Context: an optimization exercise on an open-source flow, tuned for small area, a short achievable clock period and few clock cycles per item. The choices shown serve that exercise and are no tape-out recipe. Only simulation tests tie the RTL to the original design; equivalence was not proved. Power figures rest on the tool's default switching activity, not on a simulated workload.

## run.sh

```bash
#!/bin/bash
# synth_recipe.tcl (not shown) runs the flow's synth.tcl, then flattens the netlist and writes it again
# the make line also repeats each setting of config.mk as NAME=value (left out here)
make -C /OpenROAD-flow-scripts/flow DESIGN_CONFIG=/design/flow/config.mk WORK_HOME=/design/flow/orfs CLKGATE_MAP_FILE= SYNTH_SCRIPT=/design/flow/synth_recipe.tcl finish
```

## config.mk

```make
export PLATFORM = sky130hd
export DESIGN_NAME = zigzag_matrix_reorder_core
export DESIGN_NICKNAME = zigzag_matrix_reorder_core
export VERILOG_FILES = /design/flow/design.v
export SDC_FILE = /design/flow/constraint.sdc
export NUM_CORES = 4
export LEC_CHECK = 0
export CAP_MARGIN = 20
export CORE_MARGIN = 2
export CORE_UTILIZATION = 40
export SLEW_MARGIN = 20
```

## constraint.sdc

```tcl
create_clock -name core_clock -period 7.0 [get_ports {clk}]
set_input_delay 1.4000 -clock core_clock [delete_from_list [all_inputs] [get_ports {clk}]]
set_output_delay 1.4000 -clock core_clock [all_outputs]
set_load 0.01 [all_outputs]
```

## design.v

```verilog
package zmr_pkg;
  localparam int MAX_ROWS = 8;
  localparam int MAX_COLS = 8;
  localparam int DEPTH    = MAX_ROWS * MAX_COLS;
  localparam int AW       = $clog2(DEPTH);
  localparam int DW       = 32;
  function automatic logic [2:0] size_m1(input logic [3:0] v);
    logic [2:0] t;
    if (v == 4'd0) begin
      t = 3'd0;
    end else if (v[3]) begin
      t = 3'd7;
    end else begin
      t = v[2:0] - 3'd1;
    end
    size_m1 = t;
  endfunction
endpackage
module zmr_store (
  input  logic                     clk,
  input  logic                     we,
  input  logic [zmr_pkg::AW-1:0]   waddr,
  input  logic [zmr_pkg::DW-1:0]   wdata,
  input  logic [zmr_pkg::AW-1:0]   raddr,
  output logic [zmr_pkg::DW-1:0]   rdata
);
  logic [zmr_pkg::DW-1:0] mem [0:zmr_pkg::DEPTH-1];
  always_ff @(posedge clk) begin
    if (we) begin
      mem[waddr] <= wdata;
    end
  end
  assign rdata = mem[raddr];
endmodule
module zmr_scan (
  input  logic                   clk,
  input  logic                   rst_n,
  input  logic [2:0]             rm1,
  input  logic [2:0]             cm1,
  input  logic                   adv,      
  input  logic                   lay,      
  output logic [zmr_pkg::AW-1:0] raddr,
  output logic                   last
);
  logic [2:0] r_r, c_r;
  logic       up_r;
  logic [5:0] za_r, k_r, ra_r;
  logic [2:0] r_n, c_n;
  logic       up_n;
  logic [5:0] za_n;
  assign last  = (r_r == rm1) && (c_r == cm1);
  assign raddr = ra_r;
  always_comb begin
    r_n  = r_r;
    c_n  = c_r;
    up_n = up_r;
    za_n = za_r;
    if (!up_r) begin
      if ((r_r == rm1) || (c_r == 3'd0)) begin
        up_n = 1'b1;
        if (r_r != rm1) begin
          r_n  = r_r + 3'd1;
          za_n = za_r + {3'd0, cm1} + 6'd1;
        end else begin
          c_n  = c_r + 3'd1;
          za_n = za_r + 6'd1;
        end
      end else begin
        r_n  = r_r + 3'd1;
        c_n  = c_r - 3'd1;
        za_n = za_r + {3'd0, cm1};
      end
    end else begin
      if ((r_r == 3'd0) || (c_r == cm1)) begin
        up_n = 1'b0;
        if (c_r != cm1) begin
          c_n  = c_r + 3'd1;
          za_n = za_r + 6'd1;
        end else begin
          r_n  = r_r + 3'd1;
          za_n = za_r + {3'd0, cm1} + 6'd1;
        end
      end else begin
        r_n  = r_r - 3'd1;
        c_n  = c_r + 3'd1;
        za_n = za_r - {3'd0, cm1};
      end
    end
  end
  always_ff @(posedge clk) begin
    if (!rst_n || (adv && last)) begin
      r_r  <= '0;
      c_r  <= '0;
      up_r <= 1'b0;
      za_r <= '0;
      k_r  <= '0;
      ra_r <= '0;
    end else if (adv) begin
      r_r  <= r_n;
      c_r  <= c_n;
      up_r <= up_n;
      za_r <= za_n;
      k_r  <= k_r + 6'd1;
      ra_r <= lay ? (k_r + 6'd1) : za_n;
    end
  end
endmodule
module zmr_outq (
  input  logic                   clk,
  input  logic                   restart,
  input  logic [2:0]             rm1,
  input  logic [2:0]             cm1,
  input  logic                   adv,
  output logic [zmr_pkg::AW-1:0] addr,
  output logic                   last,
  output logic                   lay
);
  logic       l_r;
  logic [2:0] r_r, c_r, lo_r, hi_r, rslo_r;
  logic [3:0] d_r;
  logic [5:0] base_r, rsbase_r, j_r;
  logic [2:0] off;
  logic [5:0] pos;
  assign off  = d_r[0] ? (hi_r - r_r) : (r_r - lo_r);
  assign pos  = base_r + {3'd0, off};
  assign last = (r_r == rm1) && (c_r == cm1);
  assign addr = l_r ? pos : j_r;
  assign lay  = l_r;
  always_ff @(posedge clk) begin
    if (restart) begin
      l_r <= 1'b0;
    end else if (adv && last) begin
      l_r <= !l_r;
    end
  end
  always_ff @(posedge clk) begin
    if (restart || (adv && last)) begin
      r_r      <= '0;
      c_r      <= '0;
      d_r      <= '0;
      lo_r     <= '0;
      hi_r     <= '0;
      rslo_r   <= '0;
      base_r   <= '0;
      rsbase_r <= '0;
      j_r      <= '0;
    end else if (adv) begin
      j_r <= j_r + 6'd1;
      if (c_r != cm1) begin
        c_r    <= c_r + 3'd1;
        d_r    <= d_r + 4'd1;
        base_r <= base_r + {3'd0, hi_r - lo_r} + 6'd1;
        lo_r   <= lo_r + 3'(d_r >= {1'b0, cm1});
        hi_r   <= hi_r + 3'(d_r < {1'b0, rm1});
      end else begin
        r_r      <= r_r + 3'd1;
        c_r      <= '0;
        d_r      <= {1'b0, r_r} + 4'd1;
        rsbase_r <= rsbase_r + {3'd0, r_r - rslo_r} + 6'd1;
        base_r   <= rsbase_r + {3'd0, r_r - rslo_r} + 6'd1;
        rslo_r   <= rslo_r + 3'(r_r >= cm1);
        lo_r     <= rslo_r + 3'(r_r >= cm1);
        hi_r     <= r_r + 3'd1;
      end
    end
  end
endmodule
module zigzag_matrix_reorder_core (
  input  logic                 clk,
  input  logic                 rst_n,
  input  logic                 in_valid,
  output logic                 in_stall,
  input  logic signed [31:0]   in_element_in,
  output logic                 out_valid,
  input  logic                 out_stall,
  output logic signed [31:0]   out_element_out,
  output logic                 out_last_of_scan,
  input  logic                 cfg_we,
  input  logic [0:0]           cfg_index,
  input  logic [3:0]           cfg_wdata
);
  localparam int AW = zmr_pkg::AW;
  localparam int DEPTH = zmr_pkg::DEPTH;
  logic [2:0]       rm1_r, cm1_r;
  logic             restart;
  logic             w0v_r, w1v_r, w0l_r, w1l_r, w0y_r, w1y_r;
  logic [AW-1:0]    w0a_r, w1a_r;
  logic             wfree_r;
  logic             w0_take, w1_take;
  logic [AW-1:0]    g_addr;
  logic             g_last, g_lay;
  logic [DEPTH-1:0] occ_r, occ_n;
  logic             ractive_r, rlay_r;
  logic             in_acc, start, can_out, issue_cur, issue_new, adv, lay_eff;
  logic [AW-1:0]    raddr;
  logic             rlast, bypass;
  logic [31:0]      mem_rdata, rdata;
  logic             out_valid_r, out_last_r;
  logic [31:0]      out_data_r;
  assign restart = !rst_n || cfg_we;
  always_ff @(posedge clk) begin
    if (!rst_n) begin
      rm1_r <= 3'd7;
      cm1_r <= 3'd7;
    end else if (cfg_we) begin
      if (cfg_index == 1'b0) rm1_r <= zmr_pkg::size_m1(cfg_wdata);
      else                   cm1_r <= zmr_pkg::size_m1(cfg_wdata);
    end
  end
  assign in_stall = !wfree_r;
  assign in_acc   = in_valid && wfree_r && !cfg_we;
  assign start    = in_acc && w0l_r;
  assign w0_take = in_acc || !w0v_r;
  assign w1_take = w0_take || !w1v_r;
  zmr_outq u_wseq (
    .clk     (clk),
    .restart (restart),
    .rm1     (rm1_r),
    .cm1     (cm1_r),
    .adv     (w1_take && !restart),
    .addr    (g_addr),
    .last    (g_last),
    .lay     (g_lay)
  );
  always_ff @(posedge clk) begin
    if (restart) begin
      w0v_r <= 1'b0;
      w1v_r <= 1'b0;
    end else begin
      if (w0_take) w0v_r <= w1v_r;
      if (w1_take) w1v_r <= 1'b1;
    end
  end
  always_ff @(posedge clk) begin
    if (w0_take) begin
      w0a_r <= w1a_r;
      w0l_r <= w1l_r;
      w0y_r <= w1y_r;
    end
    if (w1_take) begin
      w1a_r <= g_addr;
      w1l_r <= g_last;
      w1y_r <= g_lay;
    end
  end
  assign can_out   = !out_valid_r || !out_stall;
  assign issue_cur = ractive_r && can_out;
  assign issue_new = start && !ractive_r && can_out;
  assign adv       = issue_cur || issue_new;
  assign lay_eff   = ractive_r ? rlay_r : w0y_r;
  zmr_scan u_scan (
    .clk   (clk),
    .rst_n (rst_n),
    .rm1   (rm1_r),
    .cm1   (cm1_r),
    .adv   (adv),
    .lay   (lay_eff),
    .raddr (raddr),
    .last  (rlast)
  );
  zmr_store u_store (
    .clk   (clk),
    .we    (wfree_r),
    .waddr (w0a_r),
    .wdata (in_element_in),
    .raddr (raddr),
    .rdata (mem_rdata)
  );
  assign bypass = issue_new && rlast;
  assign rdata  = bypass ? in_element_in : mem_rdata;
  always_ff @(posedge clk) begin
    if (!rst_n) begin
      ractive_r <= 1'b0;
    end else if (adv && rlast) begin
      ractive_r <= 1'b0;
    end else if (start) begin
      ractive_r <= 1'b1;
    end
  end
  always_ff @(posedge clk) begin
    if (start) rlay_r <= w0y_r;
  end
  always_comb begin
    for (int a = 0; a < DEPTH; a++) begin
      occ_n[a] = !(adv && (raddr == AW'(a))) &&
                 (occ_r[a] || (in_acc && (w0a_r == AW'(a))));
    end
  end
  always_ff @(posedge clk) begin
    if (restart) occ_r <= '0;
    else         occ_r <= occ_n;
  end
  logic o0, o1, e0, e1, e01, wfree_n;
  assign o0  = occ_r[w0a_r];
  assign o1  = occ_r[w1a_r];
  assign e0  = (raddr == w0a_r);
  assign e1  = (raddr == w1a_r);
  assign e01 = (w0a_r == w1a_r);
  always_comb begin
    if (w0_take) begin
      wfree_n = w1v_r && ((adv && e1) || !(o1 || (in_acc && e01)));
    end else begin
      wfree_n = w0v_r && ((adv && e0) || !o0);
    end
  end
  always_ff @(posedge clk) begin
    if (restart) wfree_r <= 1'b0;
    else         wfree_r <= wfree_n;
  end
  always_ff @(posedge clk) begin
    if (!rst_n) begin
      out_valid_r <= 1'b0;
    end else if (adv) begin
      out_valid_r <= 1'b1;
    end else if (!out_stall) begin
      out_valid_r <= 1'b0;
    end
  end
  always_ff @(posedge clk) begin
    if (adv) begin
      out_data_r <= rdata;
      out_last_r <= rlast;
    end
  end
  assign out_valid        = out_valid_r;
  assign out_element_out  = out_data_r;
  assign out_last_of_scan = out_last_r;
endmodule
```

==> results of run 1 <==
[cell usage after synthesis (9+ instances only)]
cell type / count
buf_1: 34
or3_1: 13
mux4_2: 704
xor2_1: 42
a21oi_1: 112
inv_1: 48
buf_2: 59
fa_1: 9
nand2b_1: 15
xnor2_1: 41
dfxtp_1: 144
nor3_1: 36
nor2_1: 231
nand2_1: 84
clkbuf_1: 143
nor2b_1: 25
edfxtp_1: 2098
o211ai_1: 10
nand3_1: 29
a211oi_1: 85
nor4_1: 10
o21ai_0: 28
ha_1: 47
[path summary, 6_finish.rpt]
| path | depth (start not counted) | startpoint | to |
|---|---|---|---|
| min | 0 | w1l_r | w0l_r |
| min reg2reg | 0 | w1l_r | w0l_r |
| max | 5 | w0a_r[1] | u_store.mem[38][28] |
| max reg2reg | 5 | w0a_r[1] | u_store.mem[38][28] |
[cell type report]
class                   instances  area [µm²]  share of cell area, %
multi-input cells            1631       22000                   21.9
flip-flops and latches       2242       65900                   65.4
clock inverters               142        1480                   1.47
inverters                      49         185                  0.184
well taps                    2958        3700                   3.67
repair buffers                191        1710                   1.70
clock buffers                 266        5720                   5.68
diodes                          8        20.0                 0.0199
[where the power goes]
part	internal [W]	total [W]	leakage, nW	switching (W)
clock	0.00665	0.0118	3.45	0.00516
sequential	0.0147	0.0147	20.1	0.0000244
combinational	0.000104	0.000410	6.64	0.000306
[layer usage]
| layer | track usage (%) | part of all wire, % | vias up |
|---|---|---|---|
| li1 | - | - | 17800 |
| met1 | 29.1 | 41 | 23900 |
| met2 | 33.9 | 49 | 1829 |
| met3 | 3.44 | 7.1 | 344 |
| met4 | 6.58 | 2.8 | 4 |
| met5 | 0 | 0.0093 | - |
[cells by family (layout without fill, tap and decap cells)]
logic type               count (synthesis)  after routing  share of synthesized area, %
buffers and inverters                  286            648                          1.30
flip-flops                            2242           2242                          74.4
AO/OA/AOI/OAI                          288            288                          2.08
multiplexers                           719            719                          18.1
adder cells (fa/ha/maj)                 57             57                         0.878
AND/OR/NAND/NOR                        484            484                          2.48
other                                    0              8                             0
XOR/XNOR                                83             83                         0.821
[worst max-delay path, cell delays in order (launching register included)]
cell and delay, ns:
edfxtp_1 0.80, buf_4 0.44, nand2_1 0.31, nor3_1 0.59
nor2b_4 0.86, buf_4 0.54
[metrics by stage]
step / power, W / instances
final: 0.0269 / 7487
after global routing: 0.0276 / 7487
after CTS: 0.0271 / 7476
after detailed placement: 0.0154 / 7068
after global placement: 0.0154 / 7065
after floorplan: 0.0151 / 4159
==> metrics.cfg, run 1 <==
[setup_path]
cp_max_fo = 22
required_ns = 7.46
worstSetupEndpointType = flop
start_kind = flop
critPathArrivalTime_ns = 4.46
path_class = reg -> reg
rrSetupSlack_ns = 3.00

[sta]
hold_violations = 0
drv_slew = 0
finalCritPeriodShare_pct = 57.1
fmax_mhz = 250
fin_ws_ns = 3.00
tns_ns = 0
rsz0062_at_grt = false
finalSetupViolCount = 0
worst_pin_slew_ns = 1.21
final.setup_skew_ns = 0.0667
min_period_ns = 4.00
slew_headroom_pct = 19.0
hold_ws_ns = 0.425

[place]
place_area_um2 = 93400
place.gp.congestion = 0.809
dp.final_hpwl_um = 132000
pre_cts_ws_ns = 2.43
io_buffers = 76

[clock_network]
clkLatencyLatePin_ns = 0.87
post-cts-setup-buffers = 0
clk_pin_slew_ns = 0.06
clk_root_buffer_cell = clkbuf_16
cts.repair.resized = 0
postCtsHoldBufs = 0
cts_tree = yes
cts_buffers = 219
cts.sinks = 2242
htree_levels = 4
cts_buffer_depth = 3

[floorplan]
fp.dieH_um = 475
coreArea_um2 = 220000
die_area_um2 = 225000
start_util_pct = 40.3
io_pins = 77
die_x_um = 475
rows = 172

[global_routing]
track_usage_pct = 20.9
antenna_found_initial = 20
grt_pass1_wl_um = 333000
grt_max_degree = 145
overflow = 0
grt_pass1_vias = 43700

[synth]
synth_area_um2 = 88600
ys_seq_area_share_pct = 74.4
synth-seq-cells = 2242
synthArstFlopShare_pct = 0
synth_cell_types = 64
synth_edf_count = 2098
ys_top_cells_by_area = edfxtp_1, mux4_2, dfxtp_1, nor2_1, a211oi_1
synth_nets = 4257
yosysWarningCount = 4
synth_flop_cell = edfxtp_1
synth_top_area_cell = edfxtp_1
synth_top_area_share_pct = 71.1
syn_avg_cell_area_um2 = 21.3
synth_cells = 4159

[power]
powerDensity_nw_per_um2 = 267
power.static_leakage_nw = 30.2
ir_worst_vdd_mv = 0.236

[route]
drt_iter0_markers = 5245
ant_nets = 0
wl_per_cell_um = 31.6
viasPerCell = 5.85
drt_first_pass_iters = 5
drc = 0
postRouteWirelength_um = 236000
vias = 43800

[flow_run]
max_cap_viol_count = 0

[cells_and_area]
nets = 4432
largest_register_ffs = 2048
drive_gt1_share_pct = 28.0
largestRegisters = u_store.mem x2048, occ_r x64, out_data_r x32
finish.utilization_pct = 45.8
fillers = 18300
final_cell_mix = edfxtp_1, mux4_2, clkbuf_16
final_area_um2 = 101000
largest-register = u_store.mem
layout_commonest_cell = edfxtp_1
area_growth_pct = 13.7

[worst_hold_path]
hold_path_class = reg -> reg

[run_status]
status = no timing/DRC/antenna violations

Testbench counts, summed over its fixed seeds: cycles 19,241, items 14,009.
==> inputs of run 2 (changes only) <==
--- a/design.v
+++ b/design.v
@@ -30,7 +30,14 @@
       mem[waddr] <= wdata;
     end
   end
-  assign rdata = mem[raddr];
+  logic [zmr_pkg::DEPTH-1:0] rsel;
+  always_comb begin
+    for (int a = 0; a < zmr_pkg::DEPTH; a++) rsel[a] = (raddr == zmr_pkg::AW'(a));
+  end
+  always_comb begin
+    rdata = '0;
+    for (int a = 0; a < zmr_pkg::DEPTH; a++) rdata = rdata | (mem[a] & {zmr_pkg::DW{rsel[a]}});
+  end
 endmodule
 module zmr_scan (
   input  logic                   clk,
@@ -193,7 +200,7 @@
   logic             ractive_r, rlay_r;
   logic             in_acc, start, can_out, issue_cur, issue_new, adv, lay_eff;
   logic [AW-1:0]    raddr;
-  logic             rlast, bypass;
+  logic             rlast;
   logic [31:0]      mem_rdata, rdata;
   logic             out_valid_r, out_last_r;
   logic [31:0]      out_data_r;
@@ -245,7 +252,7 @@
   end
   assign can_out   = !out_valid_r || !out_stall;
   assign issue_cur = ractive_r && can_out;
-  assign issue_new = start && !ractive_r && can_out;
+  assign issue_new = start && !ractive_r && can_out && !rlast;
   assign adv       = issue_cur || issue_new;
   assign lay_eff   = ractive_r ? rlay_r : w0y_r;
   zmr_scan u_scan (
@@ -266,8 +273,7 @@
     .raddr (raddr),
     .rdata (mem_rdata)
   );
-  assign bypass = issue_new && rlast;
-  assign rdata  = bypass ? in_element_in : mem_rdata;
+  assign rdata = mem_rdata;
   always_ff @(posedge clk) begin
     if (!rst_n) begin
       ractive_r <= 1'b0;
--- a/config.mk
+++ b/config.mk
@@ -8,4 +8,5 @@
 export CAP_MARGIN = 20
 export CORE_MARGIN = 2
 export CORE_UTILIZATION = 40
+export SETUP_SLACK_MARGIN = 4.2
 export SLEW_MARGIN = 20
==> run 2 against run 1 <==
  * Still clean
  * Routed wire length rose by 50%
  * Design area down 1.4%
  * Via count increased by 31%
  * Setup slack better by 0.82 ns
  * Hold slack gained 0.017 ns
  * Sequential share of layout area rose by 0.81 points
  * Combinational power up 2%
  * Largest cell class unchanged
  * Largest power group unchanged
==> metrics.cfg, run 2 <==
[run_status]
status = no timing/DRC/antenna violations

[worst_hold_path]
min_from = w1y_r
hold_path_class = reg -> reg

[route]
drt_first_pass_iters = 8
wl_per_cell_um = 42.3
vias = 57600
drc = 0
viasPerCell = 6.86
drt_iter0_markers = 11700
ant_nets = 0
postRouteWirelength_um = 355000

[synth]
synth_nets = 5059
synth_area_um2 = 83600
synthTopCellsByCount = edfxtp_1, a22oi_1, nand2_1
synth_top_area_cell = edfxtp_1
syn_avg_cell_area_um2 = 16.8
synth_edf_count = 2098
synth_cells = 4961
synth_flop_cell = edfxtp_1
synth_top_area_share_pct = 75.4
synth-seq-cells = 2236
yosysWarningCount = 4
ys_seq_area_share_pct = 78.7
synthArstFlopShare_pct = 0
yosysMostFrequentCell = edfxtp_1
ys_top_cells_by_area = edfxtp_1, a22oi_1, dfxtp_1, nand2_1, nor2_1
synth_cell_types = 69

[sta]
final.setup_skew_ns = 0.0690
worst_pin_slew_ns = 1.14
fmax_mhz = 315
tns_ns = 0
min_period_ns = 3.18
slew_headroom_pct = 24.1
hold_violations = 0
finalCritPeriodShare_pct = 45.4
rsz0062_at_grt = true
finalSetupViolCount = 0
drv_slew = 0

[floorplan]
die_area_um2 = 213000
io_pins = 77
die_x_um = 461
rows = 167
coreArea_um2 = 207000
start_util_pct = 40.3
fp.dieH_um = 461

[clock_network]
cts_buffers = 213
clk_root_buffer_cell = clkbuf_16
cts_tree = yes
clk_pin_slew_ns = 0.06
cts_buffer_depth = 3
htree_levels = 4
cts.sinks = 2236
clkLatencyLatePin_ns = 0.89

[setup_path]
worst_path_largest_cell_delay_ns = 0.72
critPathArrivalTime_ns = 1.78
start_kind = flop
cp_num_buf_inv = 1
worstSetupEndpointType = output pin
startpoint = out_data_r[4]
required_ns = 5.60
r2r_start = u_scan.ra_r[1]
path_class = reg -> out
crit_slowest_cell = edfxtp_1
cpLargestDelayFamily = flip-flops
cp_max_fo = 1
cp_cell_sequence = buf_6

[flow_run]
max_cap_viol_count = 0

[power]
p_clk_share_pct = 43.2
pwr-share-comb_pct = 1.6
switchingPower_w = 0.00544
switching_share_pct = 20.5
intPower_w = 0.0211
seqPwrFrac_pct = 55.2
powerDensity_nw_per_um2 = 267
ir_worst_vdd_mv = 0.276
power.static_leakage_nw = 31.8

[cells_and_area]
drive_gt1_share_pct = 19.3
fillers = 17100
nets = 5506
largest-register = u_store.mem
largest_register_ffs = 2048
layout_commonest_cell = edfxtp_1
area_growth_pct = 18.9
largestRegisters = u_store.mem x2048, occ_r x64, out_data_r x32
final_cell_mix = edfxtp_1, a22oi_1, buf_4
final_cells = 8390

[global_routing]
grt_max_degree = 77
track_usage_pct = 32.5
antenna_found_initial = 24
grt_pass1_vias = 51700
overflow = 0
grt_pass1_wl_um = 462000

[place]
io_buffers = 76
place.gp.congestion = 0.870
dp.cells = 7741
dp.final_hpwl_um = 185000

==> run 2: cell count changes after synthesis, moves of 29 or more <==
| cell | before | now |
|---|---|---|
| clkbuf_1 | 143 | 181 |
| a221oi_1 | 2 | 87 |
| mux4_2 | 704 | 32 |
| nand2_1 | 84 | 226 |
| nand3_1 | 29 | 135 |
| a22o_1 | 1 | 85 |
| a22oi_1 | 4 | 856 |
| nand4_1 | 7 | 118 |
| buf_2 | 59 | 88 |
==> run 2: stage by stage <==
stage	util [%]	hold slack, ns	power [W]	area [µm²]	setup slack [ns]
after floorplan	-	0.400	0.0151	83800	3.70
after global placement	42.9	0.404	0.0153	88900	2.24
after detailed placement	43.0	0.418	0.0153	89100	2.18
after CTS	47.4	0.437	0.0265	98300	3.84
after global routing	47.9	0.443	0.0270	99300	3.88
final	47.9	0.442	0.0265	99400	3.82
==> run 2: cell families (layout without fill, tap and decap cells) <==
| logic type | after synthesis | after routing | synth area share [%] |
|---|---|---|---|
| AOI/OAI and AO/OA | 1312 | 1314 | 11.6 |
| xor gates and xnor gates | 81 | 81 | 0.849 |
| adders and majority gates | 56 | 56 | 0.919 |
| buffers and inverters | 330 | 947 | 1.63 |
| DFF | 2236 | 2236 | 78.7 |
| muxes | 57 | 57 | 1.17 |
| other | 0 | 22 | 0 |
| and+or+nand+nor | 889 | 889 | 5.15 |
==> run 2: what timing repair did <==
action / CTS / global route
pin swaps: 94 / 29
gates cloned: 5 / 3
gates resized for setup: 338 / 104
endpoints found under the setup margin: 2204 / 494
setup buffers: 178 / 54
hold buffers: 0 / 0
==> run 2: layout make-up <==
cell class / count / area, µm² / share of cell area, %
Antenna cell: 22 / 55.1 / 0.0554
Inverter: 46 / 214 / 0.215
Timing Repair inverter: 2 / 25.0 / 0.0252
Clock buffer: 269 / 5610 / 5.65
Clock inverter: 118 / 1230 / 1.24
Timing Repair Buffer: 512 / 4890 / 4.92
Multi-Input combinational cell: 2397 / 18100 / 18.2
Tap cell: 2788 / 3490 / 3.51
Sequential cell: 2236 / 65800 / 66.2
==> run 2: worst paths after layout <==
path / to / cells past startpoint / slack, ns
worst max-delay path: out_element_out[4] / 1 / 3.82
worst max register to register: out_data_r[4] / 9 / 3.94
worst min-delay path: w0y_r / 0 / 0.44
worst min register to register: w0y_r / 0 / 0.44
==> run 2: power by group through the flow <==
| stage | clock network, W | registers, W | logic, W |
|---|---|---|---|
| finish | 0.0115 | 0.0146 | 0.000418 |
| global route | 0.0119 | 0.0146 | 0.000448 |
| CTS | 0.0114 | 0.0146 | 0.000394 |
| detailed placement | 0 | 0.0149 | 0.000370 |
| global placement | 0 | 0.0149 | 0.000359 |
| floorplan | 0 | 0.0149 | 0.000141 |
==> run 2: layer usage <==
| layer | GRT usage [%] | vias to the layer above | share of wire [%] |
|---|---|---|---|
| li1 | - | 21200 | - |
| met1 | 41.5 | 29200 | 33 |
| met3 | 11.8 | 1324 | 17 |
| met4 | 18.9 | 22 | 7.1 |
| met5 | 0 | - | 0.042 |
| met2 | 47.7 | 5811 | 43 |
Testbench counts of run 2, summed over its fixed seeds: cycles 19,241, items 14,009.

==> re-timing with driven ports <==
How much do the figures lean on ideal ports? The routed layouts below were timed once more, with nothing changed but the port constraints.
Step 1 assumes that a clkbuf_16 drives the clock port and a buf_2 every other input.
Step 2 also shifts input and output timing later by t, the mid clock arrival at the registers, as if the neighbouring blocks saw the same clock.
a / b / c = ideal ports / drivers / drivers and shift; a / b = the first two.
| run | t (ns) | slack for setup (ns) | worst setup path after step 2 | worst register clock-pin slew, ns |
|---|---|---|---|---|
| run 1 | 0.929 | 3.003 / 2.941 / 2.406 | input to register | 0.07 / 0.07 |
| run 2 | 0.956 | 3.824 / 3.723 / 3.593 | input to register | 0.07 / 0.07 |
After both steps setup and hold are still met in every run listed. The setup slack of run 1, which loses most, moves by -0.062 ns with the drivers and by -0.597 ns with both steps.
